Background: an optimization exercise with open tools, aiming at small area, a short achievable clock period and few clock cycles per item. Do not read the settings as production practice. In this exercise RTL edits were held to simulation tests only and were not proved equivalent to the original.

==> design/flow/design.v <==
package rsti_pkg;
    localparam int MAX_DIGITS = 16;
    localparam int IDX_W      = 4;
    localparam int CNT_W      = 5;
    localparam int VAL_W      = 64;
    localparam int LO_W       = 32;
    localparam int Q_DEPTH    = 2;
    localparam int Q_PTR_W    = 1;
    localparam int Q_CNT_W    = 2;
    localparam logic [7:0] CH_MINUS = 8'h2D;
    localparam logic [7:0] CH_PLUS  = 8'h2B;
    localparam logic [7:0] CH_SPACE = 8'h20;
    localparam logic [7:0] CH_LF    = 8'h0A;
    localparam logic [7:0] CH_TAB   = 8'h09;
    localparam logic [7:0] CH_CR    = 8'h0D;
    localparam logic [7:0] CH_VT    = 8'h0B;
    localparam logic [7:0] CH_FF    = 8'h0C;
    localparam logic [7:0] CH_NUL   = 8'h00;
    localparam logic [1:0] REG_RADIX       = 2'd0;
    localparam logic [1:0] REG_DIGIT_COUNT = 2'd1;
    localparam logic [1:0] REG_DIGITS_LOW  = 2'd2;
    localparam logic [1:0] REG_DIGITS_HIGH = 2'd3;
    localparam logic [4:0]  RST_RADIX       = 5'd10;
    localparam logic [4:0]  RST_DIGIT_COUNT = 5'd10;
    localparam logic [63:0] RST_DIGITS_LOW  = 64'h3736_3534_3332_3130;
    localparam logic [63:0] RST_DIGITS_HIGH = 64'h0000_0000_0000_3938;
    typedef enum logic [1:0] {
        PH_WS   = 2'd0,
        PH_SIGN = 2'd1,
        PH_DIG  = 2'd2,
        PH_DONE = 2'd3
    } t_phase;
    typedef struct packed {
        logic             first;
        logic             space;
        logic             minus;
        logic             plus;
        logic             hit;
        logic [3:0]       idx;
    } t_tok;
    function automatic logic [7:0] booth(input logic [4:0] r);
        logic one0, two0, neg0, one1, two1, neg1, one2, two2;
        one0 = r[0];
        two0 = r[1] && !r[0];
        neg0 = r[1];
        one1 = r[1] ^ r[2];
        two1 = (r[3:1] == 3'b011) || (r[3:1] == 3'b100);
        neg1 = r[3] && !(r[2] && r[1]);
        one2 = r[3] ^ r[4];
        two2 = r[3] && r[4];
        booth = {two2, one2, neg1, two1, one1, neg0, two0, one0};
    endfunction
endpackage
module rsti_front (
    input  logic                        i_clk,
    input  logic                        i_rst_n,
    input  logic                        i_valid,
    output logic                        o_ready,
    input  logic [7:0]                  i_ch,
    input  logic                        i_first,
    input  logic [rsti_pkg::CNT_W-1:0]  i_digit_count,
    input  logic [2*rsti_pkg::VAL_W-1:0] i_alphabet,
    output logic                        o_qvalid,
    output rsti_pkg::t_tok              o_qtok,
    input  logic                        i_qpop
);
    rsti_pkg::t_tok                     w_tok;
    rsti_pkg::t_tok                     r_tok;
    logic                               r_tvalid;
    logic [7:0]                         w_entry;
    logic                               w_big;
    logic                               w_nul;
    always_comb begin
        w_big       = i_digit_count[4];
        w_nul       = (i_ch == rsti_pkg::CH_NUL);
        w_tok.first = i_first;
        w_tok.space = (i_ch == rsti_pkg::CH_SPACE) || (i_ch == rsti_pkg::CH_LF) ||
                      (i_ch == rsti_pkg::CH_TAB) || (i_ch == rsti_pkg::CH_CR) ||
                      (i_ch == rsti_pkg::CH_VT) || (i_ch == rsti_pkg::CH_FF);
        w_tok.minus = (i_ch == rsti_pkg::CH_MINUS);
        w_tok.plus  = (i_ch == rsti_pkg::CH_PLUS);
        w_tok.hit   = 1'b0;
        w_tok.idx   = '0;
        w_entry     = '0;
        for (int k = rsti_pkg::MAX_DIGITS - 1; k >= 0; k--) begin
            w_entry = i_alphabet[8*k +: 8];
            if ((w_big || (4'(k) < i_digit_count[3:0])) && !w_nul && (w_entry == i_ch)) begin
                w_tok.hit = 1'b1;
                w_tok.idx = rsti_pkg::IDX_W'(k);
            end
        end
    end
    assign o_ready  = i_qpop;
    assign o_qvalid = r_tvalid;
    assign o_qtok   = r_tok;
    always_ff @(posedge i_clk) begin
        if (i_qpop) begin
            r_tok <= w_tok;
        end
    end
    always_ff @(posedge i_clk) begin
        if (!i_rst_n) begin
            r_tvalid <= 1'b0;
        end else if (i_qpop) begin
            r_tvalid <= i_valid;
        end
    end
endmodule
module rsti_back (
    input  logic                          i_clk,
    input  logic                          i_rst_n,
    input  logic                          i_qvalid,
    input  rsti_pkg::t_tok                i_qtok,
    output logic                          o_qpop,
    input  logic [7:0]                    i_booth,
    input  logic [4:0]                    i_rm1,
    output logic                          o_valid,
    input  logic                          i_ready,
    output logic signed [rsti_pkg::VAL_W-1:0] o_value
);
    localparam int LO_W = rsti_pkg::LO_W;
    localparam int HI_W = rsti_pkg::VAL_W - LO_W;
    rsti_pkg::t_phase               r_phase;
    rsti_pkg::t_phase               n_phase;
    rsti_pkg::t_phase               w_ph;
    logic                           r_par;
    logic                           n_par;
    logic                           w_par;
    logic [LO_W-1:0]                r_lo;
    logic [HI_W-1:0]                r_hi;
    logic [LO_W-1:0]                w_lo_mac;
    logic                           w_lo_c;
    logic [4:0]                     w_lo_ca;
    logic [4:0]                     w_lo_cb;
    logic [4:0]                     w_carry;
    logic [HI_W-1:0]                w_hi_mac;
    logic [5:0]                     w_f;
    logic [LO_W-1:0]                w_lo_ld;
    logic [HI_W-1:0]                w_hi_ld;
    logic [4:0]                     r_ca;
    logic [4:0]                     r_cb;
    logic                           r_c;
    logic                           r_hmac;
    logic                           r_oval;
    logic                           w_run;
    logic                           w_pop;
    logic                           w_pre;
    logic                           w_emit;
    logic                           w_dig;
    logic                           w_rz;
    logic                           w_mac;
    logic                           w_load;
    logic                           w_lo_load;
    logic                           w_lo_step;
    logic                           w_lo_keep;
    logic                           w_hi_step;
    logic                           w_hi_keep;
    logic [LO_W-1:0]                w_lo_next;
    logic [HI_W-1:0]                w_hi_next;
    assign w_run   = !r_oval || i_ready;
    assign w_pop   = i_qvalid && w_run;
    assign o_qpop  = w_run;
    assign o_valid = r_oval;
    assign o_value = {r_hi, r_lo} ^ {rsti_pkg::VAL_W{r_par}};
    always_comb begin
        w_ph   = i_qtok.first ? rsti_pkg::PH_WS : r_phase;
        w_par  = i_qtok.first ? 1'b0 : r_par;
        w_pre  = (w_ph == rsti_pkg::PH_WS) || (w_ph == rsti_pkg::PH_SIGN);
        w_emit = 1'b0;
        w_dig  = 1'b0;
        n_phase = w_ph;
        n_par   = w_par;
        if (w_ph == rsti_pkg::PH_DONE) begin
            n_phase = rsti_pkg::PH_DONE;
        end else if ((w_ph == rsti_pkg::PH_WS) && i_qtok.space) begin
            n_phase = rsti_pkg::PH_WS;
        end else if (w_pre && i_qtok.minus) begin
            n_phase = rsti_pkg::PH_SIGN;
            n_par   = ~w_par;
        end else if (w_pre && i_qtok.plus) begin
            n_phase = rsti_pkg::PH_SIGN;
        end else if (i_qtok.hit) begin
            w_dig   = 1'b1;
            n_phase = rsti_pkg::PH_DIG;
        end else begin
            w_emit  = 1'b1;
            n_phase = rsti_pkg::PH_DONE;
        end
    end
    always_comb begin
        w_rz    = !(i_booth[0] || i_booth[1] || i_booth[3] || i_booth[4] ||
                    i_booth[6] || i_booth[7]);
        w_mac   = w_dig && !i_qtok.first && !w_rz;
        w_load  = i_qtok.first || (w_pre && i_qtok.minus) || (w_dig && w_rz);
        w_f     = 6'(i_qtok.idx) + (r_par ? 6'(i_rm1) : 6'd0);
        if (w_dig) begin
            w_lo_ld = w_par ? {{(LO_W-4){i_qtok.idx == '0}}, i_qtok.idx - 4'd1}
                            : LO_W'(i_qtok.idx);
            w_hi_ld = {HI_W{w_par && (i_qtok.idx == '0)}};
        end else begin
            w_lo_ld = {LO_W{n_par}};
            w_hi_ld = {HI_W{n_par}};
        end
    end
    rsti_mac_lo u_mac_lo (
        .i_v (r_lo),
        .i_b (i_booth),
        .i_f (w_f),
        .o_y (w_lo_mac),
        .o_c (w_lo_c),
        .o_ca (w_lo_ca),
        .o_cb (w_lo_cb)
    );
    assign w_carry = r_ca + r_cb + 5'(r_c);
    rsti_mac_hi u_mac_hi (
        .i_v (r_hi),
        .i_b (i_booth),
        .i_c (w_carry),
        .o_y (w_hi_mac)
    );
    always_comb begin
        w_lo_load = w_pop && w_load;
        w_lo_step = w_pop && w_mac;
        w_lo_keep = !(w_lo_load || w_lo_step);
        w_hi_step = r_hmac && !w_lo_load;
        w_hi_keep = !(w_lo_load || w_hi_step);
        w_lo_next = ({LO_W{w_lo_load}} & w_lo_ld) | ({LO_W{w_lo_step}} & w_lo_mac) |
                    ({LO_W{w_lo_keep}} & r_lo);
        w_hi_next = ({HI_W{w_lo_load}} & w_hi_ld) | ({HI_W{w_hi_step}} & w_hi_mac) |
                    ({HI_W{w_hi_keep}} & r_hi);
    end
    always_ff @(posedge i_clk) begin
        r_lo <= w_lo_next;
        r_hi <= w_hi_next;
        r_ca <= w_lo_ca;
        r_cb <= w_lo_cb;
        r_c  <= w_lo_c;
    end
    always_ff @(posedge i_clk) begin
        if (!i_rst_n) begin
            r_phase <= rsti_pkg::PH_DONE;
            r_par   <= 1'b0;
            r_oval  <= 1'b0;
            r_hmac  <= 1'b0;
        end else begin
            if (w_pop && w_emit) begin
                r_oval <= 1'b1;
            end else if (i_ready) begin
                r_oval <= 1'b0;
            end
            if (w_pop) begin
                r_phase <= n_phase;
                r_par   <= n_par;
            end
            r_hmac <= w_pop && w_mac;
        end
    end
endmodule
module rsti_mac_lo (
    input  logic [31:0] i_v,
    input  logic [7:0] i_b,
    input  logic [5:0] i_f,
    output logic [31:0] o_y,
    output logic o_c,
    output logic [4:0] o_ca,
    output logic [4:0] o_cb
);
    logic t0;
    logic t1;
    logic t2;
    logic t3;
    logic t4;
    logic t5;
    logic t6;
    logic t7;
    logic t8;
    logic t9;
    logic t10;
    logic t11;
    logic t12;
    logic t13;
    logic t14;
    logic t15;
    logic t16;
    logic t17;
    logic t18;
    logic t19;
    logic t20;
    logic t21;
    logic t22;
    logic t23;
    logic t24;
    logic t25;
    logic t26;
    logic t27;
    logic t28;
    logic t29;
    logic t30;
    logic t31;
    logic t32;
    logic t33;
    logic t34;
    logic t35;
    logic t36;
    logic t37;
    logic t38;
    logic t39;
    logic t40;
    logic t41;
    logic t42;
    logic t43;
    logic t44;
    logic t45;
    logic t46;
    logic t47;
    logic t48;
    logic t49;
    logic t50;
    logic t51;
    logic t52;
    logic t53;
    logic t54;
    logic t55;
    logic t56;
    logic t57;
    logic t58;
    logic t59;
    logic t60;
    logic t61;
    logic t62;
    logic t63;
    logic t64;
    logic t65;
    logic t66;
    logic t67;
    logic t68;
    logic t69;
    logic t70;
    logic t71;
    logic t72;
    logic t73;
    logic t74;
    logic t75;
    logic t76;
    logic t77;
    logic t78;
    logic t79;
    logic t80;
    logic t81;
    logic t82;
    logic t83;
    logic t84;
    logic t85;
    logic t86;
    logic t87;
    logic t88;
    logic t89;
    logic t90;
    logic t91;
    logic t92;
    logic t93;
    logic t94;
    logic t95;
    logic t96;
    logic t97;
    logic t98;
    logic t99;
    logic t100;
    logic t101;
    logic t102;
    logic t103;
    logic t104;
    logic t105;
    logic t106;
    logic t107;
    logic t108;
    logic t109;
    logic t110;
    logic t111;
    logic t112;
    logic t113;
    logic t114;
    logic t115;
    logic t116;
    logic t117;
    logic t118;
    logic t119;
    logic t120;
    logic t121;
    logic t122;
    logic t123;
    logic t124;
    logic t125;
    logic t126;
    logic t127;
    logic t128;
    logic t129;
    logic t130;
    logic t131;
    logic t132;
    logic t133;
    logic t134;
    logic t135;
    logic t136;
    logic t137;
    logic t138;
    logic t139;
    logic t140;
    logic t141;
    logic t142;
    logic t143;
    logic t144;
    logic t145;
    logic t146;
    logic t147;
    logic t148;
    logic t149;
    logic t150;
    logic t151;
    logic t152;
    logic t153;
    logic t154;
    logic t155;
    logic t156;
    logic t157;
    logic t158;
    logic t159;
    logic t160;
    logic t161;
    logic t162;
    logic t163;
    logic t164;
    logic t165;
    logic t166;
    logic t167;
    logic t168;
    logic t169;
    logic t170;
    logic t171;
    logic t172;
    logic t173;
    logic t174;
    logic t175;
    logic t176;
    logic t177;
    logic t178;
    logic t179;
    logic t180;
    logic t181;
    logic t182;
    logic t183;
    logic t184;
    logic t185;
    logic t186;
    logic t187;
    logic t188;
    logic t189;
    logic t190;
    logic t191;
    logic t192;
    logic t193;
    logic t194;
    logic t195;
    logic t196;
    logic t197;
    logic t198;
    logic t199;
    logic t200;
    logic t201;
    logic t202;
    logic t203;
    logic t204;
    logic t205;
    logic t206;
    logic t207;
    logic t208;
    logic t209;
    logic t210;
    logic t211;
    logic t212;
    logic t213;
    logic t214;
    logic t215;
    logic t216;
    logic t217;
    logic t218;
    logic t219;
    logic t220;
    logic t221;
    logic t222;
    logic t223;
    logic t224;
    logic t225;
    logic t226;
    logic t227;
    logic t228;
    logic t229;
    logic t230;
    logic t231;
    logic t232;
    logic t233;
    logic t234;
    logic t235;
    logic t236;
    logic t237;
    logic t238;
    logic t239;
    logic t240;
    logic t241;
    logic t242;
    assign t0 = ((i_b[0] & i_v[0])) ^ i_b[2];
    assign t1 = ((i_b[0] & i_v[1]) | (i_b[1] & i_v[0])) ^ i_b[2];
    assign t2 = ((i_b[0] & i_v[2]) | (i_b[1] & i_v[1])) ^ i_b[2];
    assign t3 = ((i_b[0] & i_v[3]) | (i_b[1] & i_v[2])) ^ i_b[2];
    assign t4 = ((i_b[0] & i_v[4]) | (i_b[1] & i_v[3])) ^ i_b[2];
    assign t5 = ((i_b[0] & i_v[5]) | (i_b[1] & i_v[4])) ^ i_b[2];
    assign t6 = ((i_b[0] & i_v[6]) | (i_b[1] & i_v[5])) ^ i_b[2];
    assign t7 = ((i_b[0] & i_v[7]) | (i_b[1] & i_v[6])) ^ i_b[2];
    assign t8 = ((i_b[0] & i_v[8]) | (i_b[1] & i_v[7])) ^ i_b[2];
    assign t9 = ((i_b[0] & i_v[9]) | (i_b[1] & i_v[8])) ^ i_b[2];
    assign t10 = ((i_b[0] & i_v[10]) | (i_b[1] & i_v[9])) ^ i_b[2];
    assign t11 = ((i_b[0] & i_v[11]) | (i_b[1] & i_v[10])) ^ i_b[2];
    assign t12 = ((i_b[0] & i_v[12]) | (i_b[1] & i_v[11])) ^ i_b[2];
    assign t13 = ((i_b[0] & i_v[13]) | (i_b[1] & i_v[12])) ^ i_b[2];
    assign t14 = ((i_b[0] & i_v[14]) | (i_b[1] & i_v[13])) ^ i_b[2];
    assign t15 = ((i_b[0] & i_v[15]) | (i_b[1] & i_v[14])) ^ i_b[2];
    assign t16 = ((i_b[0] & i_v[16]) | (i_b[1] & i_v[15])) ^ i_b[2];
    assign t17 = ((i_b[0] & i_v[17]) | (i_b[1] & i_v[16])) ^ i_b[2];
    assign t18 = ((i_b[0] & i_v[18]) | (i_b[1] & i_v[17])) ^ i_b[2];
    assign t19 = ((i_b[0] & i_v[19]) | (i_b[1] & i_v[18])) ^ i_b[2];
    assign t20 = ((i_b[0] & i_v[20]) | (i_b[1] & i_v[19])) ^ i_b[2];
    assign t21 = ((i_b[0] & i_v[21]) | (i_b[1] & i_v[20])) ^ i_b[2];
    assign t22 = ((i_b[0] & i_v[22]) | (i_b[1] & i_v[21])) ^ i_b[2];
    assign t23 = ((i_b[0] & i_v[23]) | (i_b[1] & i_v[22])) ^ i_b[2];
    assign t24 = ((i_b[0] & i_v[24]) | (i_b[1] & i_v[23])) ^ i_b[2];
    assign t25 = ((i_b[0] & i_v[25]) | (i_b[1] & i_v[24])) ^ i_b[2];
    assign t26 = ((i_b[0] & i_v[26]) | (i_b[1] & i_v[25])) ^ i_b[2];
    assign t27 = ((i_b[0] & i_v[27]) | (i_b[1] & i_v[26])) ^ i_b[2];
    assign t28 = ((i_b[0] & i_v[28]) | (i_b[1] & i_v[27])) ^ i_b[2];
    assign t29 = ((i_b[0] & i_v[29]) | (i_b[1] & i_v[28])) ^ i_b[2];
    assign t30 = ((i_b[0] & i_v[30]) | (i_b[1] & i_v[29])) ^ i_b[2];
    assign t31 = ((i_b[0] & i_v[31]) | (i_b[1] & i_v[30])) ^ i_b[2];
    assign t32 = ((i_b[1] & i_v[31])) ^ i_b[2];
    assign t33 = ((i_b[3] & i_v[0])) ^ i_b[5];
    assign t34 = ((i_b[3] & i_v[1]) | (i_b[4] & i_v[0])) ^ i_b[5];
    assign t35 = ((i_b[3] & i_v[2]) | (i_b[4] & i_v[1])) ^ i_b[5];
    assign t36 = ((i_b[3] & i_v[3]) | (i_b[4] & i_v[2])) ^ i_b[5];
    assign t37 = ((i_b[3] & i_v[4]) | (i_b[4] & i_v[3])) ^ i_b[5];
    assign t38 = ((i_b[3] & i_v[5]) | (i_b[4] & i_v[4])) ^ i_b[5];
    assign t39 = ((i_b[3] & i_v[6]) | (i_b[4] & i_v[5])) ^ i_b[5];
    assign t40 = ((i_b[3] & i_v[7]) | (i_b[4] & i_v[6])) ^ i_b[5];
    assign t41 = ((i_b[3] & i_v[8]) | (i_b[4] & i_v[7])) ^ i_b[5];
    assign t42 = ((i_b[3] & i_v[9]) | (i_b[4] & i_v[8])) ^ i_b[5];
    assign t43 = ((i_b[3] & i_v[10]) | (i_b[4] & i_v[9])) ^ i_b[5];
    assign t44 = ((i_b[3] & i_v[11]) | (i_b[4] & i_v[10])) ^ i_b[5];
    assign t45 = ((i_b[3] & i_v[12]) | (i_b[4] & i_v[11])) ^ i_b[5];
    assign t46 = ((i_b[3] & i_v[13]) | (i_b[4] & i_v[12])) ^ i_b[5];
    assign t47 = ((i_b[3] & i_v[14]) | (i_b[4] & i_v[13])) ^ i_b[5];
    assign t48 = ((i_b[3] & i_v[15]) | (i_b[4] & i_v[14])) ^ i_b[5];
    assign t49 = ((i_b[3] & i_v[16]) | (i_b[4] & i_v[15])) ^ i_b[5];
    assign t50 = ((i_b[3] & i_v[17]) | (i_b[4] & i_v[16])) ^ i_b[5];
    assign t51 = ((i_b[3] & i_v[18]) | (i_b[4] & i_v[17])) ^ i_b[5];
    assign t52 = ((i_b[3] & i_v[19]) | (i_b[4] & i_v[18])) ^ i_b[5];
    assign t53 = ((i_b[3] & i_v[20]) | (i_b[4] & i_v[19])) ^ i_b[5];
    assign t54 = ((i_b[3] & i_v[21]) | (i_b[4] & i_v[20])) ^ i_b[5];
    assign t55 = ((i_b[3] & i_v[22]) | (i_b[4] & i_v[21])) ^ i_b[5];
    assign t56 = ((i_b[3] & i_v[23]) | (i_b[4] & i_v[22])) ^ i_b[5];
    assign t57 = ((i_b[3] & i_v[24]) | (i_b[4] & i_v[23])) ^ i_b[5];
    assign t58 = ((i_b[3] & i_v[25]) | (i_b[4] & i_v[24])) ^ i_b[5];
    assign t59 = ((i_b[3] & i_v[26]) | (i_b[4] & i_v[25])) ^ i_b[5];
    assign t60 = ((i_b[3] & i_v[27]) | (i_b[4] & i_v[26])) ^ i_b[5];
    assign t61 = ((i_b[3] & i_v[28]) | (i_b[4] & i_v[27])) ^ i_b[5];
    assign t62 = ((i_b[3] & i_v[29]) | (i_b[4] & i_v[28])) ^ i_b[5];
    assign t63 = ((i_b[3] & i_v[30]) | (i_b[4] & i_v[29])) ^ i_b[5];
    assign t64 = ((i_b[3] & i_v[31]) | (i_b[4] & i_v[30])) ^ i_b[5];
    assign t65 = ((i_b[4] & i_v[31])) ^ i_b[5];
    assign t66 = (i_b[6] & i_v[0]);
    assign t67 = (i_b[6] & i_v[1]) | (i_b[7] & i_v[0]);
    assign t68 = (i_b[6] & i_v[2]) | (i_b[7] & i_v[1]);
    assign t69 = (i_b[6] & i_v[3]) | (i_b[7] & i_v[2]);
    assign t70 = (i_b[6] & i_v[4]) | (i_b[7] & i_v[3]);
    assign t71 = (i_b[6] & i_v[5]) | (i_b[7] & i_v[4]);
    assign t72 = (i_b[6] & i_v[6]) | (i_b[7] & i_v[5]);
    assign t73 = (i_b[6] & i_v[7]) | (i_b[7] & i_v[6]);
    assign t74 = (i_b[6] & i_v[8]) | (i_b[7] & i_v[7]);
    assign t75 = (i_b[6] & i_v[9]) | (i_b[7] & i_v[8]);
    assign t76 = (i_b[6] & i_v[10]) | (i_b[7] & i_v[9]);
    assign t77 = (i_b[6] & i_v[11]) | (i_b[7] & i_v[10]);
    assign t78 = (i_b[6] & i_v[12]) | (i_b[7] & i_v[11]);
    assign t79 = (i_b[6] & i_v[13]) | (i_b[7] & i_v[12]);
    assign t80 = (i_b[6] & i_v[14]) | (i_b[7] & i_v[13]);
    assign t81 = (i_b[6] & i_v[15]) | (i_b[7] & i_v[14]);
    assign t82 = (i_b[6] & i_v[16]) | (i_b[7] & i_v[15]);
    assign t83 = (i_b[6] & i_v[17]) | (i_b[7] & i_v[16]);
    assign t84 = (i_b[6] & i_v[18]) | (i_b[7] & i_v[17]);
    assign t85 = (i_b[6] & i_v[19]) | (i_b[7] & i_v[18]);
    assign t86 = (i_b[6] & i_v[20]) | (i_b[7] & i_v[19]);
    assign t87 = (i_b[6] & i_v[21]) | (i_b[7] & i_v[20]);
    assign t88 = (i_b[6] & i_v[22]) | (i_b[7] & i_v[21]);
    assign t89 = (i_b[6] & i_v[23]) | (i_b[7] & i_v[22]);
    assign t90 = (i_b[6] & i_v[24]) | (i_b[7] & i_v[23]);
    assign t91 = (i_b[6] & i_v[25]) | (i_b[7] & i_v[24]);
    assign t92 = (i_b[6] & i_v[26]) | (i_b[7] & i_v[25]);
    assign t93 = (i_b[6] & i_v[27]) | (i_b[7] & i_v[26]);
    assign t94 = (i_b[6] & i_v[28]) | (i_b[7] & i_v[27]);
    assign t95 = (i_b[6] & i_v[29]) | (i_b[7] & i_v[28]);
    assign t96 = (i_b[6] & i_v[30]) | (i_b[7] & i_v[29]);
    assign t97 = (i_b[6] & i_v[31]) | (i_b[7] & i_v[30]);
    assign t98 = (i_b[7] & i_v[31]);
    assign t99 = t2 ^ t33;
    assign t100 = t2 & t33;
    assign t101 = t3 ^ t34;
    assign t102 = t3 & t34;
    assign t103 = t4 ^ t35 ^ t66;
    assign t104 = (t4 & t35) | (t4 & t66) | (t35 & t66);
    assign t105 = t5 ^ t36 ^ t67;
    assign t106 = (t5 & t36) | (t5 & t67) | (t36 & t67);
    assign t107 = t6 ^ t37;
    assign t108 = t6 & t37;
    assign t109 = t7 ^ t38;
    assign t110 = t7 & t38;
    assign t111 = t8 ^ t39;
    assign t112 = t8 & t39;
    assign t113 = t9 ^ t40;
    assign t114 = t9 & t40;
    assign t115 = t10 ^ t41;
    assign t116 = t10 & t41;
    assign t117 = t11 ^ t42;
    assign t118 = t11 & t42;
    assign t119 = t12 ^ t43;
    assign t120 = t12 & t43;
    assign t121 = t13 ^ t44;
    assign t122 = t13 & t44;
    assign t123 = t14 ^ t45;
    assign t124 = t14 & t45;
    assign t125 = t15 ^ t46;
    assign t126 = t15 & t46;
    assign t127 = t16 ^ t47;
    assign t128 = t16 & t47;
    assign t129 = t17 ^ t48;
    assign t130 = t17 & t48;
    assign t131 = t18 ^ t49;
    assign t132 = t18 & t49;
    assign t133 = t19 ^ t50;
    assign t134 = t19 & t50;
    assign t135 = t20 ^ t51;
    assign t136 = t20 & t51;
    assign t137 = t21 ^ t52;
    assign t138 = t21 & t52;
    assign t139 = t22 ^ t53;
    assign t140 = t22 & t53;
    assign t141 = t23 ^ t54;
    assign t142 = t23 & t54;
    assign t143 = t24 ^ t55;
    assign t144 = t24 & t55;
    assign t145 = t25 ^ t56;
    assign t146 = t25 & t56;
    assign t147 = t26 ^ t57;
    assign t148 = t26 & t57;
    assign t149 = t27 ^ t58;
    assign t150 = t27 & t58;
    assign t151 = t28 ^ t59;
    assign t152 = t28 & t59;
    assign t153 = t29 ^ t60;
    assign t154 = t29 & t60;
    assign t155 = t30 ^ t61;
    assign t156 = t30 & t61;
    assign t157 = t31 ^ t62;
    assign t158 = t31 & t62;
    assign t159 = t32 ^ t63;
    assign t160 = t32 & t63;
    assign t161 = i_b[2] ^ t64;
    assign t162 = i_b[2] & t64;
    assign t163 = i_b[2] ^ t65;
    assign t164 = i_b[2] & t65;
    assign t165 = i_b[2] ^ i_b[5];
    assign t166 = i_b[2] & i_b[5];
    assign t167 = i_b[2] ^ i_b[5];
    assign t168 = i_b[2] & i_b[5];
    assign t169 = t0 ^ i_b[2];
    assign t170 = t0 & i_b[2];
    assign t171 = t1 ^ i_f[1];
    assign t172 = t1 & i_f[1];
    assign t173 = t99 ^ i_b[5] ^ i_f[2];
    assign t174 = (t99 & i_b[5]) | (t99 & i_f[2]) | (i_b[5] & i_f[2]);
    assign t175 = t100 ^ t101 ^ i_f[3];
    assign t176 = (t100 & t101) | (t100 & i_f[3]) | (t101 & i_f[3]);
    assign t177 = t102 ^ t103 ^ i_f[4];
    assign t178 = (t102 & t103) | (t102 & i_f[4]) | (t103 & i_f[4]);
    assign t179 = t104 ^ t105 ^ i_f[5];
    assign t180 = (t104 & t105) | (t104 & i_f[5]) | (t105 & i_f[5]);
    assign t181 = t106 ^ t107 ^ t68;
    assign t182 = (t106 & t107) | (t106 & t68) | (t107 & t68);
    assign t183 = t108 ^ t109 ^ t69;
    assign t184 = (t108 & t109) | (t108 & t69) | (t109 & t69);
    assign t185 = t110 ^ t111 ^ t70;
    assign t186 = (t110 & t111) | (t110 & t70) | (t111 & t70);
    assign t187 = t112 ^ t113 ^ t71;
    assign t188 = (t112 & t113) | (t112 & t71) | (t113 & t71);
    assign t189 = t114 ^ t115 ^ t72;
    assign t190 = (t114 & t115) | (t114 & t72) | (t115 & t72);
    assign t191 = t116 ^ t117 ^ t73;
    assign t192 = (t116 & t117) | (t116 & t73) | (t117 & t73);
    assign t193 = t118 ^ t119 ^ t74;
    assign t194 = (t118 & t119) | (t118 & t74) | (t119 & t74);
    assign t195 = t120 ^ t121 ^ t75;
    assign t196 = (t120 & t121) | (t120 & t75) | (t121 & t75);
    assign t197 = t122 ^ t123 ^ t76;
    assign t198 = (t122 & t123) | (t122 & t76) | (t123 & t76);
    assign t199 = t124 ^ t125 ^ t77;
    assign t200 = (t124 & t125) | (t124 & t77) | (t125 & t77);
    assign t201 = t126 ^ t127 ^ t78;
    assign t202 = (t126 & t127) | (t126 & t78) | (t127 & t78);
    assign t203 = t128 ^ t129 ^ t79;
    assign t204 = (t128 & t129) | (t128 & t79) | (t129 & t79);
    assign t205 = t130 ^ t131 ^ t80;
    assign t206 = (t130 & t131) | (t130 & t80) | (t131 & t80);
    assign t207 = t132 ^ t133 ^ t81;
    assign t208 = (t132 & t133) | (t132 & t81) | (t133 & t81);
    assign t209 = t134 ^ t135 ^ t82;
    assign t210 = (t134 & t135) | (t134 & t82) | (t135 & t82);
    assign t211 = t136 ^ t137 ^ t83;
    assign t212 = (t136 & t137) | (t136 & t83) | (t137 & t83);
    assign t213 = t138 ^ t139 ^ t84;
    assign t214 = (t138 & t139) | (t138 & t84) | (t139 & t84);
    assign t215 = t140 ^ t141 ^ t85;
    assign t216 = (t140 & t141) | (t140 & t85) | (t141 & t85);
    assign t217 = t142 ^ t143 ^ t86;
    assign t218 = (t142 & t143) | (t142 & t86) | (t143 & t86);
    assign t219 = t144 ^ t145 ^ t87;
    assign t220 = (t144 & t145) | (t144 & t87) | (t145 & t87);
    assign t221 = t146 ^ t147 ^ t88;
    assign t222 = (t146 & t147) | (t146 & t88) | (t147 & t88);
    assign t223 = t148 ^ t149 ^ t89;
    assign t224 = (t148 & t149) | (t148 & t89) | (t149 & t89);
    assign t225 = t150 ^ t151 ^ t90;
    assign t226 = (t150 & t151) | (t150 & t90) | (t151 & t90);
    assign t227 = t152 ^ t153 ^ t91;
    assign t228 = (t152 & t153) | (t152 & t91) | (t153 & t91);
    assign t229 = t154 ^ t155 ^ t92;
    assign t230 = (t154 & t155) | (t154 & t92) | (t155 & t92);
    assign t231 = t156 ^ t157 ^ t93;
    assign t232 = (t156 & t157) | (t156 & t93) | (t157 & t93);
    assign t233 = t158 ^ t159 ^ t94;
    assign t234 = (t158 & t159) | (t158 & t94) | (t159 & t94);
    assign t235 = t160 ^ t161 ^ t95;
    assign t236 = (t160 & t161) | (t160 & t95) | (t161 & t95);
    assign t237 = t162 ^ t163 ^ t96;
    assign t238 = (t162 & t163) | (t162 & t96) | (t163 & t96);
    assign t239 = t164 ^ t165 ^ t97;
    assign t240 = (t164 & t165) | (t164 & t97) | (t165 & t97);
    assign t241 = t166 ^ t167 ^ t98;
    assign t242 = (t166 & t167) | (t166 & t98) | (t167 & t98);
    assign {o_c, o_y} = {1'b0, t230, t228, t226, t224, t222, t220, t218, t216, t214, t212, t210, t208, t206, t204, t202, t200, t198, t196, t194, t192, t190, t188, t186, t184, t182, t180, t178, t176, t174, t172, t170, t169} + {1'b0, t231, t229, t227, t225, t223, t221, t219, t217, t215, t213, t211, t209, t207, t205, t203, t201, t199, t197, t195, t193, t191, t189, t187, t185, t183, t181, t179, t177, t175, t173, t171, i_f[0]};
    assign o_ca = {t240, t238, t236, t234, t232};
    assign o_cb = {t241, t239, t237, t235, t233};
endmodule
module rsti_mac_hi (
    input  logic [31:0] i_v,
    input  logic [7:0] i_b,
    input  logic [4:0] i_c,
    output logic [31:0] o_y
);
    logic t0;
    logic t1;
    logic t2;
    logic t3;
    logic t4;
    logic t5;
    logic t6;
    logic t7;
    logic t8;
    logic t9;
    logic t10;
    logic t11;
    logic t12;
    logic t13;
    logic t14;
    logic t15;
    logic t16;
    logic t17;
    logic t18;
    logic t19;
    logic t20;
    logic t21;
    logic t22;
    logic t23;
    logic t24;
    logic t25;
    logic t26;
    logic t27;
    logic t28;
    logic t29;
    logic t30;
    logic t31;
    logic t32;
    logic t33;
    logic t34;
    logic t35;
    logic t36;
    logic t37;
    logic t38;
    logic t39;
    logic t40;
    logic t41;
    logic t42;
    logic t43;
    logic t44;
    logic t45;
    logic t46;
    logic t47;
    logic t48;
    logic t49;
    logic t50;
    logic t51;
    logic t52;
    logic t53;
    logic t54;
    logic t55;
    logic t56;
    logic t57;
    logic t58;
    logic t59;
    logic t60;
    logic t61;
    logic t62;
    logic t63;
    logic t64;
    logic t65;
    logic t66;
    logic t67;
    logic t68;
    logic t69;
    logic t70;
    logic t71;
    logic t72;
    logic t73;
    logic t74;
    logic t75;
    logic t76;
    logic t77;
    logic t78;
    logic t79;
    logic t80;
    logic t81;
    logic t82;
    logic t83;
    logic t84;
    logic t85;
    logic t86;
    logic t87;
    logic t88;
    logic t89;
    logic t90;
    logic t91;
    logic t92;
    logic t93;
    logic t94;
    logic t95;
    logic t96;
    logic t97;
    logic t98;
    logic t99;
    logic t100;
    logic t101;
    logic t102;
    logic t103;
    logic t104;
    logic t105;
    logic t106;
    logic t107;
    logic t108;
    logic t109;
    logic t110;
    logic t111;
    logic t112;
    logic t113;
    logic t114;
    logic t115;
    logic t116;
    logic t117;
    logic t118;
    logic t119;
    logic t120;
    logic t121;
    logic t122;
    logic t123;
    logic t124;
    logic t125;
    logic t126;
    logic t127;
    logic t128;
    logic t129;
    logic t130;
    logic t131;
    logic t132;
    logic t133;
    logic t134;
    logic t135;
    logic t136;
    logic t137;
    logic t138;
    logic t139;
    logic t140;
    logic t141;
    logic t142;
    logic t143;
    logic t144;
    logic t145;
    logic t146;
    logic t147;
    logic t148;
    logic t149;
    logic t150;
    logic t151;
    logic t152;
    logic t153;
    logic t154;
    logic t155;
    logic t156;
    logic t157;
    logic t158;
    logic t159;
    logic t160;
    logic t161;
    logic t162;
    logic t163;
    logic t164;
    logic t165;
    logic t166;
    logic t167;
    logic t168;
    logic t169;
    logic t170;
    logic t171;
    logic t172;
    logic t173;
    logic t174;
    logic t175;
    logic t176;
    logic t177;
    logic t178;
    logic t179;
    logic t180;
    logic t181;
    logic t182;
    logic t183;
    logic t184;
    logic t185;
    logic t186;
    logic t187;
    logic t188;
    logic t189;
    logic t190;
    logic t191;
    logic t192;
    logic t193;
    logic t194;
    logic t195;
    logic t196;
    logic t197;
    logic t198;
    logic t199;
    logic t200;
    logic t201;
    logic t202;
    logic t203;
    logic t204;
    logic t205;
    logic t206;
    logic t207;
    logic t208;
    logic t209;
    logic t210;
    logic t211;
    logic t212;
    logic t213;
    assign t0 = ((i_b[0] & i_v[0])) ^ i_b[2];
    assign t1 = ((i_b[0] & i_v[1]) | (i_b[1] & i_v[0])) ^ i_b[2];
    assign t2 = ((i_b[0] & i_v[2]) | (i_b[1] & i_v[1])) ^ i_b[2];
    assign t3 = ((i_b[0] & i_v[3]) | (i_b[1] & i_v[2])) ^ i_b[2];
    assign t4 = ((i_b[0] & i_v[4]) | (i_b[1] & i_v[3])) ^ i_b[2];
    assign t5 = ((i_b[0] & i_v[5]) | (i_b[1] & i_v[4])) ^ i_b[2];
    assign t6 = ((i_b[0] & i_v[6]) | (i_b[1] & i_v[5])) ^ i_b[2];
    assign t7 = ((i_b[0] & i_v[7]) | (i_b[1] & i_v[6])) ^ i_b[2];
    assign t8 = ((i_b[0] & i_v[8]) | (i_b[1] & i_v[7])) ^ i_b[2];
    assign t9 = ((i_b[0] & i_v[9]) | (i_b[1] & i_v[8])) ^ i_b[2];
    assign t10 = ((i_b[0] & i_v[10]) | (i_b[1] & i_v[9])) ^ i_b[2];
    assign t11 = ((i_b[0] & i_v[11]) | (i_b[1] & i_v[10])) ^ i_b[2];
    assign t12 = ((i_b[0] & i_v[12]) | (i_b[1] & i_v[11])) ^ i_b[2];
    assign t13 = ((i_b[0] & i_v[13]) | (i_b[1] & i_v[12])) ^ i_b[2];
    assign t14 = ((i_b[0] & i_v[14]) | (i_b[1] & i_v[13])) ^ i_b[2];
    assign t15 = ((i_b[0] & i_v[15]) | (i_b[1] & i_v[14])) ^ i_b[2];
    assign t16 = ((i_b[0] & i_v[16]) | (i_b[1] & i_v[15])) ^ i_b[2];
    assign t17 = ((i_b[0] & i_v[17]) | (i_b[1] & i_v[16])) ^ i_b[2];
    assign t18 = ((i_b[0] & i_v[18]) | (i_b[1] & i_v[17])) ^ i_b[2];
    assign t19 = ((i_b[0] & i_v[19]) | (i_b[1] & i_v[18])) ^ i_b[2];
    assign t20 = ((i_b[0] & i_v[20]) | (i_b[1] & i_v[19])) ^ i_b[2];
    assign t21 = ((i_b[0] & i_v[21]) | (i_b[1] & i_v[20])) ^ i_b[2];
    assign t22 = ((i_b[0] & i_v[22]) | (i_b[1] & i_v[21])) ^ i_b[2];
    assign t23 = ((i_b[0] & i_v[23]) | (i_b[1] & i_v[22])) ^ i_b[2];
    assign t24 = ((i_b[0] & i_v[24]) | (i_b[1] & i_v[23])) ^ i_b[2];
    assign t25 = ((i_b[0] & i_v[25]) | (i_b[1] & i_v[24])) ^ i_b[2];
    assign t26 = ((i_b[0] & i_v[26]) | (i_b[1] & i_v[25])) ^ i_b[2];
    assign t27 = ((i_b[0] & i_v[27]) | (i_b[1] & i_v[26])) ^ i_b[2];
    assign t28 = ((i_b[0] & i_v[28]) | (i_b[1] & i_v[27])) ^ i_b[2];
    assign t29 = ((i_b[0] & i_v[29]) | (i_b[1] & i_v[28])) ^ i_b[2];
    assign t30 = ((i_b[0] & i_v[30]) | (i_b[1] & i_v[29])) ^ i_b[2];
    assign t31 = ((i_b[0] & i_v[31]) | (i_b[1] & i_v[30])) ^ i_b[2];
    assign t32 = ((i_b[3] & i_v[0])) ^ i_b[5];
    assign t33 = ((i_b[3] & i_v[1]) | (i_b[4] & i_v[0])) ^ i_b[5];
    assign t34 = ((i_b[3] & i_v[2]) | (i_b[4] & i_v[1])) ^ i_b[5];
    assign t35 = ((i_b[3] & i_v[3]) | (i_b[4] & i_v[2])) ^ i_b[5];
    assign t36 = ((i_b[3] & i_v[4]) | (i_b[4] & i_v[3])) ^ i_b[5];
    assign t37 = ((i_b[3] & i_v[5]) | (i_b[4] & i_v[4])) ^ i_b[5];
    assign t38 = ((i_b[3] & i_v[6]) | (i_b[4] & i_v[5])) ^ i_b[5];
    assign t39 = ((i_b[3] & i_v[7]) | (i_b[4] & i_v[6])) ^ i_b[5];
    assign t40 = ((i_b[3] & i_v[8]) | (i_b[4] & i_v[7])) ^ i_b[5];
    assign t41 = ((i_b[3] & i_v[9]) | (i_b[4] & i_v[8])) ^ i_b[5];
    assign t42 = ((i_b[3] & i_v[10]) | (i_b[4] & i_v[9])) ^ i_b[5];
    assign t43 = ((i_b[3] & i_v[11]) | (i_b[4] & i_v[10])) ^ i_b[5];
    assign t44 = ((i_b[3] & i_v[12]) | (i_b[4] & i_v[11])) ^ i_b[5];
    assign t45 = ((i_b[3] & i_v[13]) | (i_b[4] & i_v[12])) ^ i_b[5];
    assign t46 = ((i_b[3] & i_v[14]) | (i_b[4] & i_v[13])) ^ i_b[5];
    assign t47 = ((i_b[3] & i_v[15]) | (i_b[4] & i_v[14])) ^ i_b[5];
    assign t48 = ((i_b[3] & i_v[16]) | (i_b[4] & i_v[15])) ^ i_b[5];
    assign t49 = ((i_b[3] & i_v[17]) | (i_b[4] & i_v[16])) ^ i_b[5];
    assign t50 = ((i_b[3] & i_v[18]) | (i_b[4] & i_v[17])) ^ i_b[5];
    assign t51 = ((i_b[3] & i_v[19]) | (i_b[4] & i_v[18])) ^ i_b[5];
    assign t52 = ((i_b[3] & i_v[20]) | (i_b[4] & i_v[19])) ^ i_b[5];
    assign t53 = ((i_b[3] & i_v[21]) | (i_b[4] & i_v[20])) ^ i_b[5];
    assign t54 = ((i_b[3] & i_v[22]) | (i_b[4] & i_v[21])) ^ i_b[5];
    assign t55 = ((i_b[3] & i_v[23]) | (i_b[4] & i_v[22])) ^ i_b[5];
    assign t56 = ((i_b[3] & i_v[24]) | (i_b[4] & i_v[23])) ^ i_b[5];
    assign t57 = ((i_b[3] & i_v[25]) | (i_b[4] & i_v[24])) ^ i_b[5];
    assign t58 = ((i_b[3] & i_v[26]) | (i_b[4] & i_v[25])) ^ i_b[5];
    assign t59 = ((i_b[3] & i_v[27]) | (i_b[4] & i_v[26])) ^ i_b[5];
    assign t60 = ((i_b[3] & i_v[28]) | (i_b[4] & i_v[27])) ^ i_b[5];
    assign t61 = ((i_b[3] & i_v[29]) | (i_b[4] & i_v[28])) ^ i_b[5];
    assign t62 = (i_b[6] & i_v[0]);
    assign t63 = (i_b[6] & i_v[1]) | (i_b[7] & i_v[0]);
    assign t64 = (i_b[6] & i_v[2]) | (i_b[7] & i_v[1]);
    assign t65 = (i_b[6] & i_v[3]) | (i_b[7] & i_v[2]);
    assign t66 = (i_b[6] & i_v[4]) | (i_b[7] & i_v[3]);
    assign t67 = (i_b[6] & i_v[5]) | (i_b[7] & i_v[4]);
    assign t68 = (i_b[6] & i_v[6]) | (i_b[7] & i_v[5]);
    assign t69 = (i_b[6] & i_v[7]) | (i_b[7] & i_v[6]);
    assign t70 = (i_b[6] & i_v[8]) | (i_b[7] & i_v[7]);
    assign t71 = (i_b[6] & i_v[9]) | (i_b[7] & i_v[8]);
    assign t72 = (i_b[6] & i_v[10]) | (i_b[7] & i_v[9]);
    assign t73 = (i_b[6] & i_v[11]) | (i_b[7] & i_v[10]);
    assign t74 = (i_b[6] & i_v[12]) | (i_b[7] & i_v[11]);
    assign t75 = (i_b[6] & i_v[13]) | (i_b[7] & i_v[12]);
    assign t76 = (i_b[6] & i_v[14]) | (i_b[7] & i_v[13]);
    assign t77 = (i_b[6] & i_v[15]) | (i_b[7] & i_v[14]);
    assign t78 = (i_b[6] & i_v[16]) | (i_b[7] & i_v[15]);
    assign t79 = (i_b[6] & i_v[17]) | (i_b[7] & i_v[16]);
    assign t80 = (i_b[6] & i_v[18]) | (i_b[7] & i_v[17]);
    assign t81 = (i_b[6] & i_v[19]) | (i_b[7] & i_v[18]);
    assign t82 = (i_b[6] & i_v[20]) | (i_b[7] & i_v[19]);
    assign t83 = (i_b[6] & i_v[21]) | (i_b[7] & i_v[20]);
    assign t84 = (i_b[6] & i_v[22]) | (i_b[7] & i_v[21]);
    assign t85 = (i_b[6] & i_v[23]) | (i_b[7] & i_v[22]);
    assign t86 = (i_b[6] & i_v[24]) | (i_b[7] & i_v[23]);
    assign t87 = (i_b[6] & i_v[25]) | (i_b[7] & i_v[24]);
    assign t88 = (i_b[6] & i_v[26]) | (i_b[7] & i_v[25]);
    assign t89 = (i_b[6] & i_v[27]) | (i_b[7] & i_v[26]);
    assign t90 = t2 ^ t32;
    assign t91 = t2 & t32;
    assign t92 = t3 ^ t33;
    assign t93 = t3 & t33;
    assign t94 = t4 ^ t34 ^ t62;
    assign t95 = (t4 & t34) | (t4 & t62) | (t34 & t62);
    assign t96 = t5 ^ t35;
    assign t97 = t5 & t35;
    assign t98 = t6 ^ t36;
    assign t99 = t6 & t36;
    assign t100 = t7 ^ t37;
    assign t101 = t7 & t37;
    assign t102 = t8 ^ t38;
    assign t103 = t8 & t38;
    assign t104 = t9 ^ t39;
    assign t105 = t9 & t39;
    assign t106 = t10 ^ t40;
    assign t107 = t10 & t40;
    assign t108 = t11 ^ t41;
    assign t109 = t11 & t41;
    assign t110 = t12 ^ t42;
    assign t111 = t12 & t42;
    assign t112 = t13 ^ t43;
    assign t113 = t13 & t43;
    assign t114 = t14 ^ t44;
    assign t115 = t14 & t44;
    assign t116 = t15 ^ t45;
    assign t117 = t15 & t45;
    assign t118 = t16 ^ t46;
    assign t119 = t16 & t46;
    assign t120 = t17 ^ t47;
    assign t121 = t17 & t47;
    assign t122 = t18 ^ t48;
    assign t123 = t18 & t48;
    assign t124 = t19 ^ t49;
    assign t125 = t19 & t49;
    assign t126 = t20 ^ t50;
    assign t127 = t20 & t50;
    assign t128 = t21 ^ t51;
    assign t129 = t21 & t51;
    assign t130 = t22 ^ t52;
    assign t131 = t22 & t52;
    assign t132 = t23 ^ t53;
    assign t133 = t23 & t53;
    assign t134 = t24 ^ t54;
    assign t135 = t24 & t54;
    assign t136 = t25 ^ t55;
    assign t137 = t25 & t55;
    assign t138 = t26 ^ t56;
    assign t139 = t26 & t56;
    assign t140 = t27 ^ t57;
    assign t141 = t27 & t57;
    assign t142 = t28 ^ t58;
    assign t143 = t28 & t58;
    assign t144 = t29 ^ t59;
    assign t145 = t29 & t59;
    assign t146 = t30 ^ t60;
    assign t147 = t30 & t60;
    assign t148 = t31 ^ t61;
    assign t149 = t31 & t61;
    assign t150 = t0 ^ i_b[2];
    assign t151 = t0 & i_b[2];
    assign t152 = t1 ^ i_c[1];
    assign t153 = t1 & i_c[1];
    assign t154 = t90 ^ i_b[5] ^ i_c[2];
    assign t155 = (t90 & i_b[5]) | (t90 & i_c[2]) | (i_b[5] & i_c[2]);
    assign t156 = t91 ^ t92 ^ i_c[3];
    assign t157 = (t91 & t92) | (t91 & i_c[3]) | (t92 & i_c[3]);
    assign t158 = t93 ^ t94 ^ i_c[4];
    assign t159 = (t93 & t94) | (t93 & i_c[4]) | (t94 & i_c[4]);
    assign t160 = t95 ^ t96 ^ t63;
    assign t161 = (t95 & t96) | (t95 & t63) | (t96 & t63);
    assign t162 = t97 ^ t98 ^ t64;
    assign t163 = (t97 & t98) | (t97 & t64) | (t98 & t64);
    assign t164 = t99 ^ t100 ^ t65;
    assign t165 = (t99 & t100) | (t99 & t65) | (t100 & t65);
    assign t166 = t101 ^ t102 ^ t66;
    assign t167 = (t101 & t102) | (t101 & t66) | (t102 & t66);
    assign t168 = t103 ^ t104 ^ t67;
    assign t169 = (t103 & t104) | (t103 & t67) | (t104 & t67);
    assign t170 = t105 ^ t106 ^ t68;
    assign t171 = (t105 & t106) | (t105 & t68) | (t106 & t68);
    assign t172 = t107 ^ t108 ^ t69;
    assign t173 = (t107 & t108) | (t107 & t69) | (t108 & t69);
    assign t174 = t109 ^ t110 ^ t70;
    assign t175 = (t109 & t110) | (t109 & t70) | (t110 & t70);
    assign t176 = t111 ^ t112 ^ t71;
    assign t177 = (t111 & t112) | (t111 & t71) | (t112 & t71);
    assign t178 = t113 ^ t114 ^ t72;
    assign t179 = (t113 & t114) | (t113 & t72) | (t114 & t72);
    assign t180 = t115 ^ t116 ^ t73;
    assign t181 = (t115 & t116) | (t115 & t73) | (t116 & t73);
    assign t182 = t117 ^ t118 ^ t74;
    assign t183 = (t117 & t118) | (t117 & t74) | (t118 & t74);
    assign t184 = t119 ^ t120 ^ t75;
    assign t185 = (t119 & t120) | (t119 & t75) | (t120 & t75);
    assign t186 = t121 ^ t122 ^ t76;
    assign t187 = (t121 & t122) | (t121 & t76) | (t122 & t76);
    assign t188 = t123 ^ t124 ^ t77;
    assign t189 = (t123 & t124) | (t123 & t77) | (t124 & t77);
    assign t190 = t125 ^ t126 ^ t78;
    assign t191 = (t125 & t126) | (t125 & t78) | (t126 & t78);
    assign t192 = t127 ^ t128 ^ t79;
    assign t193 = (t127 & t128) | (t127 & t79) | (t128 & t79);
    assign t194 = t129 ^ t130 ^ t80;
    assign t195 = (t129 & t130) | (t129 & t80) | (t130 & t80);
    assign t196 = t131 ^ t132 ^ t81;
    assign t197 = (t131 & t132) | (t131 & t81) | (t132 & t81);
    assign t198 = t133 ^ t134 ^ t82;
    assign t199 = (t133 & t134) | (t133 & t82) | (t134 & t82);
    assign t200 = t135 ^ t136 ^ t83;
    assign t201 = (t135 & t136) | (t135 & t83) | (t136 & t83);
    assign t202 = t137 ^ t138 ^ t84;
    assign t203 = (t137 & t138) | (t137 & t84) | (t138 & t84);
    assign t204 = t139 ^ t140 ^ t85;
    assign t205 = (t139 & t140) | (t139 & t85) | (t140 & t85);
    assign t206 = t141 ^ t142 ^ t86;
    assign t207 = (t141 & t142) | (t141 & t86) | (t142 & t86);
    assign t208 = t143 ^ t144 ^ t87;
    assign t209 = (t143 & t144) | (t143 & t87) | (t144 & t87);
    assign t210 = t145 ^ t146 ^ t88;
    assign t211 = (t145 & t146) | (t145 & t88) | (t146 & t88);
    assign t212 = t147 ^ t148 ^ t89;
    assign t213 = (t147 & t148) | (t147 & t89) | (t148 & t89);
    assign o_y = {t211, t209, t207, t205, t203, t201, t199, t197, t195, t193, t191, t189, t187, t185, t183, t181, t179, t177, t175, t173, t171, t169, t167, t165, t163, t161, t159, t157, t155, t153, t151, t150} + {t212, t210, t208, t206, t204, t202, t200, t198, t196, t194, t192, t190, t188, t186, t184, t182, t180, t178, t176, t174, t172, t170, t168, t166, t164, t162, t160, t158, t156, t154, t152, i_c[0]};
endmodule
module radix_string_to_integer_unit (
    input  logic                              i_clk,
    input  logic                              i_rst_n,
    input  logic                              i_valid,
    output logic                              o_ready,
    input  logic [7:0]                        i_ch,
    input  logic                              i_first,
    output logic                              o_valid,
    input  logic                              i_ready,
    output logic signed [rsti_pkg::VAL_W-1:0] o_value,
    input  logic                              i_cfg_we,
    input  logic [1:0]                        i_cfg_idx,
    input  logic [rsti_pkg::VAL_W-1:0]        i_cfg_data
);
    logic [7:0]                  r_booth;
    logic [4:0]                  r_rm1;
    logic [rsti_pkg::CNT_W-1:0]  r_digit_count;
    logic [rsti_pkg::VAL_W-1:0]  r_digits_low;
    logic [rsti_pkg::VAL_W-1:0]  r_digits_high;
    logic                        w_qvalid;
    rsti_pkg::t_tok              w_qtok;
    logic                        w_qpop;
    always_ff @(posedge i_clk) begin
        if (!i_rst_n) begin
            r_booth       <= rsti_pkg::booth(rsti_pkg::RST_RADIX);
            r_rm1         <= rsti_pkg::RST_RADIX - 5'd1;
            r_digit_count <= rsti_pkg::RST_DIGIT_COUNT;
            r_digits_low  <= rsti_pkg::RST_DIGITS_LOW;
            r_digits_high <= rsti_pkg::RST_DIGITS_HIGH;
        end else if (i_cfg_we) begin
            case (i_cfg_idx)
                rsti_pkg::REG_RADIX: begin
                    r_booth <= rsti_pkg::booth(i_cfg_data[4:0]);
                    r_rm1   <= i_cfg_data[4:0] - 5'd1;
                end
                rsti_pkg::REG_DIGIT_COUNT: r_digit_count <= i_cfg_data[4:0];
                rsti_pkg::REG_DIGITS_LOW:  r_digits_low  <= i_cfg_data;
                rsti_pkg::REG_DIGITS_HIGH: r_digits_high <= i_cfg_data;
                default: begin
                end
            endcase
        end
    end
    rsti_front u_front (
        .i_clk         (i_clk),
        .i_rst_n       (i_rst_n),
        .i_valid       (i_valid),
        .o_ready       (o_ready),
        .i_ch          (i_ch),
        .i_first       (i_first),
        .i_digit_count (r_digit_count),
        .i_alphabet    ({r_digits_high, r_digits_low}),
        .o_qvalid      (w_qvalid),
        .o_qtok        (w_qtok),
        .i_qpop        (w_qpop)
    );
    rsti_back u_back (
        .i_clk    (i_clk),
        .i_rst_n  (i_rst_n),
        .i_qvalid (w_qvalid),
        .i_qtok   (w_qtok),
        .o_qpop   (w_qpop),
        .i_booth  (r_booth),
        .i_rm1    (r_rm1),
        .o_valid  (o_valid),
        .i_ready  (i_ready),
        .o_value  (o_value)
    );
endmodule
==> design/flow/flow/run.sh <==
#!/bin/bash
# Own flow: the standard layout (standard.sh, unchanged synthesis), with
# two changes: every input and output port still gets its own buffer, but a
# plain sky130_fd_sc_hd__buf_1 rather than the delay cell buffer_ports picks
# by itself; and clock tree synthesis adds no dummy loads. standard.sh's
# output goes to standard.log; each ORFS step keeps its own log under
# orfs/logs/.
set -euo pipefail
bash standard.sh "BUFFER_PORTS_ARGS=-buffer_cell sky130_fd_sc_hd__buf_1" \
  "CTS_ARGS=-sink_clustering_enable -repair_clock_nets -dont_use_dummy_load" \
  finish > standard.log 2>&1
==> design/flow/standard.sh <==
#!/bin/bash
# synth_recipe.tcl (not shown) runs the flow's synth.tcl, then flattens the netlist and writes it again
# the make line also repeats each setting of config.mk as NAME=value (left out here)
make -C /OpenROAD-flow-scripts/flow DESIGN_CONFIG=/design/flow/config.mk WORK_HOME=/design/flow/orfs CLKGATE_MAP_FILE= SYNTH_SCRIPT=/design/flow/synth_recipe.tcl "${@:-finish}"
==> design/flow/config.mk <==
export PLATFORM = sky130hd
export DESIGN_NAME = radix_string_to_integer_unit
export DESIGN_NICKNAME = radix_string_to_integer_unit
export VERILOG_FILES = /design/flow/design.v
export SDC_FILE = /design/flow/constraint.sdc
export NUM_CORES = 4
export LEC_CHECK = 0
export ABC_AREA = 1
export CAP_MARGIN = 20
export CORE_MARGIN = 2
export CORE_UTILIZATION = 60
export PLACE_DENSITY = 0.75
export SETUP_SLACK_MARGIN = 2.5
export SLEW_MARGIN = 20
export TNS_END_PERCENT = 50
==> design/flow/constraint.sdc <==
create_clock -name core_clock -period 6.5 [get_ports {i_clk}]
set_input_delay 1.3000 -clock core_clock [delete_from_list [all_inputs] [get_ports {i_clk}]]
set_output_delay 1.3000 -clock core_clock [all_outputs]
set_load 0.01 [all_outputs]
==> summary.md, run 1 <==
| Metric | Value |
|---|---|
| Final-report setup violation count | `0` |
| Worst Skew | `between 40 and 50 ps` |
| FP Rows | `65` |
| Largest net degree at the start of global routing | `between 80 and 90` |
| # H-tree levels | `1` |
| Mapped Cells | `2600` |
| Seq/Total Area, Yosys | `0.249` |
| Crit path kind | `reg2reg` |
| Critical path endpoint category | `register` |
| Worst stage delay on the critical path | `between 400 and 500 ps` |
| Total grt overflow | `0` |
| Leading area contributor after synthesis | `dfxtp_1` |
| Worst endpoint required time | `approximately 6900 ps` |
| Largest family of logic cells by synthesized area | `compound AO/OA/AOI/OAI gates` |
| Post-Synth Simple-Gate Area | `0.167` |
| EDFF count, synth | `9` |
| Rel. slew slack | `0.282` |
| Worst path top cell family by delay | `adder cells` |
| Hold Crit Class | `reg2reg` |
| DPL Wire Length | `40.0 mm` |
| Synth Cell Area | `19300 µm²` |
| IO buf count | `about 150` |
| First-pass GRT wire length | `93.0 mm` |
| Count of different cell masters after synthesis | `58` |
| CTS Buffer Depth | `3` |
| Total CTS buffers | `29` |
| Root buffer cell | `clkbuf_16` |
| Synth Flop Type | `dfxtp_1` |
| Avg Cell Area, Syn | `around 7.4 µm²` |
| Syn Nets | `2889` |
| Fmax | `approximately 0.25 GHz` |
| Vias in the first global route | `between 15000 and 20000` |
| Die Ht | `~180 µm` |
| Die area | `33700 µm²` |
| CP max stage cell | `fa_1` |
| Warnings from Yosys | `3` |
| Diodes inserted | `0` |
| Most frequent CP cell | `buf_4` |
| Initial Util | `0.612` |
| # IOs | `roughly 150` |
| Post-synth ARST share | `0` |
| RSZ-0062 raised after global routing | `yes` |
| GR Util All Layers | `0.340` |
| Arrival @ worst endpoint | `about 4400 ps` |
| Wire per inst | `19.5 µm` |
| Post-synthesis xor/xnor area fraction | `0.127` |
| DR pass1 iterations | `6` |
| Setup TNS Final | `0 ps` |
| Vias | `between 15000 and 20000` |
| Final Slew Violations | `0` |
| Initial antenna violation count | `0` |
| Most frequent cell after synthesis | `nand2_1` |
| Post-Synth Adder-Cell Area | `0.163` |
| Area share of the largest cell type after synthesis | `0.235` |
| Multi-input logic area | `13300 µm²` |
| Reg-to-reg slack, setup | `2570 ps` |
| CP Cell Sequence | `buf_4 -> buf_4 -> buf_4 -> clkinv_8 -> o22ai_1 -> xor2_1 -> ha_1 -> fa_1 -> ha_1 -> nand2_1 -> o21ai_0 -> inv_1 -> o221ai_1 -> a21oi_1 -> nand2_1 -> a21oi_1 -> o21ai_1 -> o211ai_1` |
| Mux cell area share after synthesis | `0` |
| Worst path bufs/invs | `5` |
| CTS Hold Bufs | `0` |
| #FFs+latches synth | `between 200 and 250` |
| Max cap viols | `0` |
| Initial DRC Count | `around 1800` |
| Vias per cell | `roughly 6.2` |
| Die Width | `approximately 180 µm` |
| Most area-consuming cells after synthesis | `dfxtp_1 (23%), xor2_1 (11%), ha_1 (9.0%), nand2_1 (7.6%), fa_1 (7.2%)` |
| Final Hold Vio Count | `0` |
| Startpoint Class | `register` |
| Share of post-route cells with drive strength above 1 | `0.0871` |
| Shortest period the worst path allows | `approximately 3900 ps` |
| Finished Layout Cells | `just over 3000` |
| Area grow syn2layout | `12.4%` |
| Worst Path Max Fanout | `23` |
| DRC | `0` |
| Synth Area in Compound Gates | `0.207` |
| Routed WL | `approximately 61 mm` |
| RD Place Congestion | `between 0.9 and 1` |
| Clk pin slew, worst setup/hold paths | `~60 ps` |
| CTS tree | `built` |
| ANT nets after route | `0` |
| Final nets | `about 3000` |
| Skew-Pair Late Insertion Delay | `between 500 and 600 ps` |
| Storage element area | `slightly below 5000 µm²` |
| Filler cell count | `2736` |
| Top post-synthesis cells by count | `nand2_1 (391), inv_1 (270), xor2_1 (254)` |
| Fin crit share | `0.604` |
| Clock sinks | `~240` |
| Placed cells | `3038` |
| Core area | `around 32000 µm²` |
| Worst Tran Pin Value | `around 1100 ps` |
| Status | `complete, no violations` |
-- sequential cells by signal, summed over array words and instances, names as in the netlist --
register	count
u_back.r_ca	5
r_digits_low	64
u_back.r_cb	5
u_back.r_hmac	1
r_booth	8
r_digit_count	5
u_back.r_phase	2
u_front.r_tok	9
u_front.r_tvalid	1
u_back.r_lo	32
u_back.r_oval	1
u_back.r_c	1
u_back.r_hi	32
u_back.r_par	1
r_rm1	5
r_digits_high	64
-- per-layer routing --
| layer | up-vias | part of all wire | track usage |
|---|---|---|---|
| met5 | - | 0 | 0 |
| met4 | 0 | 0.050 | 0.167 |
| met3 | 192 | 0.076 | 0.0505 |
| met2 | 890 | 0.47 | 0.566 |
| met1 | 9013 | 0.41 | 0.432 |
| li1 | 9046 | - | - |
-- metrics by stage --
stage	utilization	worst slack, ps	hold WS, ps	instance area (µm²)
2_1_floorplan	-	2510	427	19400
3_3_place_gp	0.633	1810	437	20000
3_5_place_dp	0.633	1730	457	20000
4_1_cts	0.664	2500	465	21000
5_1_grt	0.687	2350	481	21700
6_report	0.687	2570	463	21700
-- what timing repair did --
action | in CTS | in global routing
resized for setup | 44 | 103
hold endpoints to repair | 0 | 0
buffers inserted | 10 | 28
setup endpoints to repair | 47 | 33
pin swaps | 4 | 25
gates cloned | 1 | 6
-- path summary, 6_finish.rpt --
kind / startpoint / end / cells after the start
max reg2reg: r_booth[4] / u_back.r_hi[28] / 18
min reg2reg: r_digits_high[6] / r_digits_high[6] / 2
min: r_digits_high[6] / r_digits_high[6] / 2
max: r_booth[4] / u_back.r_hi[28] / 18
-- kinds of logic after synthesis --
logic type | Yosys count
flops | 236
simple gates | 761
compound gates | 687
xor+xnor | 281
buf+inv | 425
fa+ha+maj | 210
-- layout make-up --
cell class | instances | area share
clock buffers | 29 | 0.0334
inverters | 292 | 0.0544
multi-input cells | 1939 | 0.612
flip-flops and latches | 236 | 0.223
well taps | 402 | 0.0231
repair buffers | 208 | 0.0513
repair inverters | 6 | 0.00311
-- worst register-to-register path, cell delays in order (launching register included) --
cell and delay (ps):
dfxtp_4 440, buf_4 150, buf_4 100, buf_4 140, clkinv_8 140, o22ai_1 250, xor2_1 210, ha_1 280
fa_1 460, ha_1 430, nand2_1 170, o21ai_0 330, inv_1 80, o221ai_1 190, a21oi_1 70, nand2_1 100
a21oi_1 60, o21ai_1 100, o211ai_1 100
-- cell usage in the layout, fill, tap and decap left out, types with 10 or more instances in the layout --
cell type  count
ha_2          10
nand2_1      383
o21ai_0      168
nor2_1       181
inv_2         20
nor4_1        18
nand4_1       37
clkbuf_16     30
o22ai_1      173
nor3_1        23
nand3_1       78
ha_1         120
o211ai_1      46
buf_4         52
a21oi_1      177
xnor2_1       26
dfxtp_1      217
xor2_1       252
inv_1        262
o221ai_1      21
o21ai_1       19
fa_1          67
buf_1        144
a21oi_2       18
Testbench counts, summed over its fixed seeds: cycles 18,815, items 18,783.
==> run 2: changes to the inputs <==
--- a/design/flow/config.mk
+++ b/design/flow/config.mk
@@ -9,7 +9,6 @@
 export CAP_MARGIN = 20
 export CORE_MARGIN = 2
-export CORE_UTILIZATION = 60
-export PLACE_DENSITY = 0.75
+export CORE_UTILIZATION = 65
+export PLACE_DENSITY = 0.8
 export SETUP_SLACK_MARGIN = 2.5
 export SLEW_MARGIN = 20
-export TNS_END_PERCENT = 50
==> run 2 against run 1 <==
Clock skew shrank 20 ps. Still clean. Sequential cell count unchanged. Synthesized cell count unchanged. Clock-buffer cell count is 2 lower.
==> summary.md, run 2 <==
| Metric | Value |
|---|---|
| Share of post-route cells with drive strength above 1 | `0.0770` |
| Fin crit share | `0.601` |
| Rel. slew slack | `0.254` |
| Worst Hold Launch | `r_digits_high[7]` |
| Die Ht | `roughly 180 µm` |
| Mapped Cells | `2600` |
| Initial antenna violation count | `0` |
| Final Slew Violations | `0` |
| Final-report setup violation count | `0` |
| # IOs | `approximately 150` |
| Worst endpoint required time | `approximately 7000 ps` |
| Skew-Pair Late Insertion Delay | `560 ps` |
| Clock sinks | `236` |
| Total grt overflow | `0` |
| Largest net degree at the start of global routing | `84` |
| Setup TNS Final | `0 ps` |
| Initial Util | `0.656` |
| Worst Path Max Fanout | `11` |
| Diodes inserted | `0` |
| Top post-synthesis cells by count | `nand2_1 (391), inv_1 (270), xor2_1 (254)` |
| IO buf count | `between 100 and 150` |
| Warnings from Yosys | `3` |
| Synth Cell Area | `between 15000 and 20000 µm²` |
| Avg Cell Area, Syn | `7.44 µm²` |
| RD Place Congestion | `0.956` |
| Status | `complete, no violations` |
| Wire per inst | `between 15 and 20 µm` |
| Worst Skew | `about 26 ps` |
| Filler cell count | `approximately 2400` |
| Hold path endpoint | `r_digits_high[7]` |
| #FFs+latches synth | `roughly 240` |
| Hold Crit Class | `reg2reg` |
| Final Hold Vio Count | `0` |
| CTS tree | `built` |
| Total CTS buffers | `27` |
| Area grow syn2layout | `11.2%` |
| FP Rows | `63` |
| DPL Wire Length | `39.6 mm` |
| Arrival @ worst endpoint | `roughly 4300 ps` |
| Final nets | `2991` |
| Die area | `31200 µm²` |
| Most frequent cell after synthesis | `nand2_1` |
| First-pass GRT wire length | `around 92 mm` |
| CTS Buffer Depth | `3` |
| ANT nets after route | `0` |
| Initial DRC Count | `1994` |
[run 2: cell count changes in the layout (fill, tap and decap cells not counted), sizes merged]
cell	previous run	this run
buf	206	199
inv	289	287
clkbuf	31	30
clkinv	9	8
clkinvlp	0	1
[run 2: cell families (layout without fill, tap and decap cells)]
family	count (synthesis)	count (layout)	synth area share
AO/OA/AOI/OAI	687	687	0.207
XOR/XNOR	281	281	0.127
adder cells (fa/ha/maj)	210	210	0.163
buffers and inverters	425	525	0.0865
flip-flops	236	236	0.249
AND/OR/NAND/NOR	761	761	0.167
[run 2: cell type report]
class | count | area [µm²] | area share
timing repair inverter | 4 | 40.0 | 0.00186
sequential | 236 | 4840 | 0.225
clock buffer | 27 | 676 | 0.0314
timing repair buffer | 202 | 1070 | 0.0499
inverter | 292 | 1180 | 0.0546
tap | 390 | 488 | 0.0227
multi-input combinational | 1939 | 13200 | 0.615
[run 2: timing repair]
action,in CTS,in global routing
buffers inserted,10,22
setup endpoints to repair,53,37
pin swaps,7,29
gates resized for setup,48,75
gates cloned,1,4
[run 2: routing by layer]
| metal | vias up | GRT usage | routed length [µm] |
|---|---|---|---|
| met4 | 0 | 0.165 | 2710 |
| met2 | 912 | 0.617 | 28500 |
| met3 | 188 | 0.0478 | 4340 |
| li1 | 9041 | - | - |
| met1 | 9108 | 0.460 | 24000 |
| met5 | - | 0 | 0 |
[run 2: worst max path at each step]
stage	startpoint	cells after the start	endpoint	slack, ps
3_5_place_dp	r_booth[0]	20	u_back.r_hi[22]	1670
4_1_cts	r_booth[0]	20	u_back.r_hi[26]	2510
3_3_place_gp	r_booth[0]	20	u_back.r_hi[22]	1790
5_1_grt	r_booth[0]	19	u_back.r_lo[19]	2400
2_1_floorplan	r_booth[4]	25	u_back.r_lo[29]	2510
6_report	r_booth[0]	21	u_back.r_hi[27]	2590
[run 2: worst max-delay path, cell delays in order, from the launching register on]
cell and delay, ps:
dfxtp_4 440, clkinv_16 110, buf_16 160, o22ai_1 190, xor2_1 120, ha_1 340
inv_1 70, fa_1 510, inv_1 70, ha_4 290, nand3_1 100, nand2_1 140
a21oi_2 90, o21ai_2 230, nand2_2 110, a31oi_4 230, buf_4 140, nand4_1 80
nand2_1 110, a21oi_1 60, o21ai_0 90, nand3_1 80
[run 2: stage by stage]
| stage | cell area (µm²) | utilization | hold slack (ps) | setup slack [ps] |
|---|---|---|---|---|
| final | 21500 | 0.730 | 460 | 2590 |
| after detailed placement | 20000 | 0.679 | 440 | 1670 |
| after CTS | 21000 | 0.711 | 457 | 2510 |
| after global placement | 20000 | 0.679 | 435 | 1790 |
| after floorplan | 19400 | - | 427 | 2510 |
| after global routing | 21500 | 0.730 | 483 | 2400 |

port drivers added, routing unchanged:
The flow's constraints put no driver on any port. The routed layouts listed below were extracted and timed again, unchanged, in two steps. Step 1: set_driving_cell puts a clkbuf_16 on i_clk and a buf_2 on each other input, an assumption about the parent block. Step 2 moves the port delays by t, midway between the first and last clock arrival at a register: inputs arrive t later, outputs are due t later. That takes back most of the time a late clock gives input paths. a / b / c = ideal ports / drivers / drivers and shift; a / b = the first two.
| run | t, ns | slack for setup (ns) | worst data-port slew with drivers (ns) | cell pins on the clock port's net |
|---|---|---|---|---|
| run 1 | 0.613 | 2.571 / 2.571 / 2.511 | 0.07 | 1 |
| run 2 | 0.598 | 2.592 / 2.592 / 2.563 | 0.05 | 1 |
After both steps setup and hold are still met in every run listed. For run 1, which loses most, drivers alone change the setup slack by 0.000 ns; drivers and shift together by -0.060 ns.
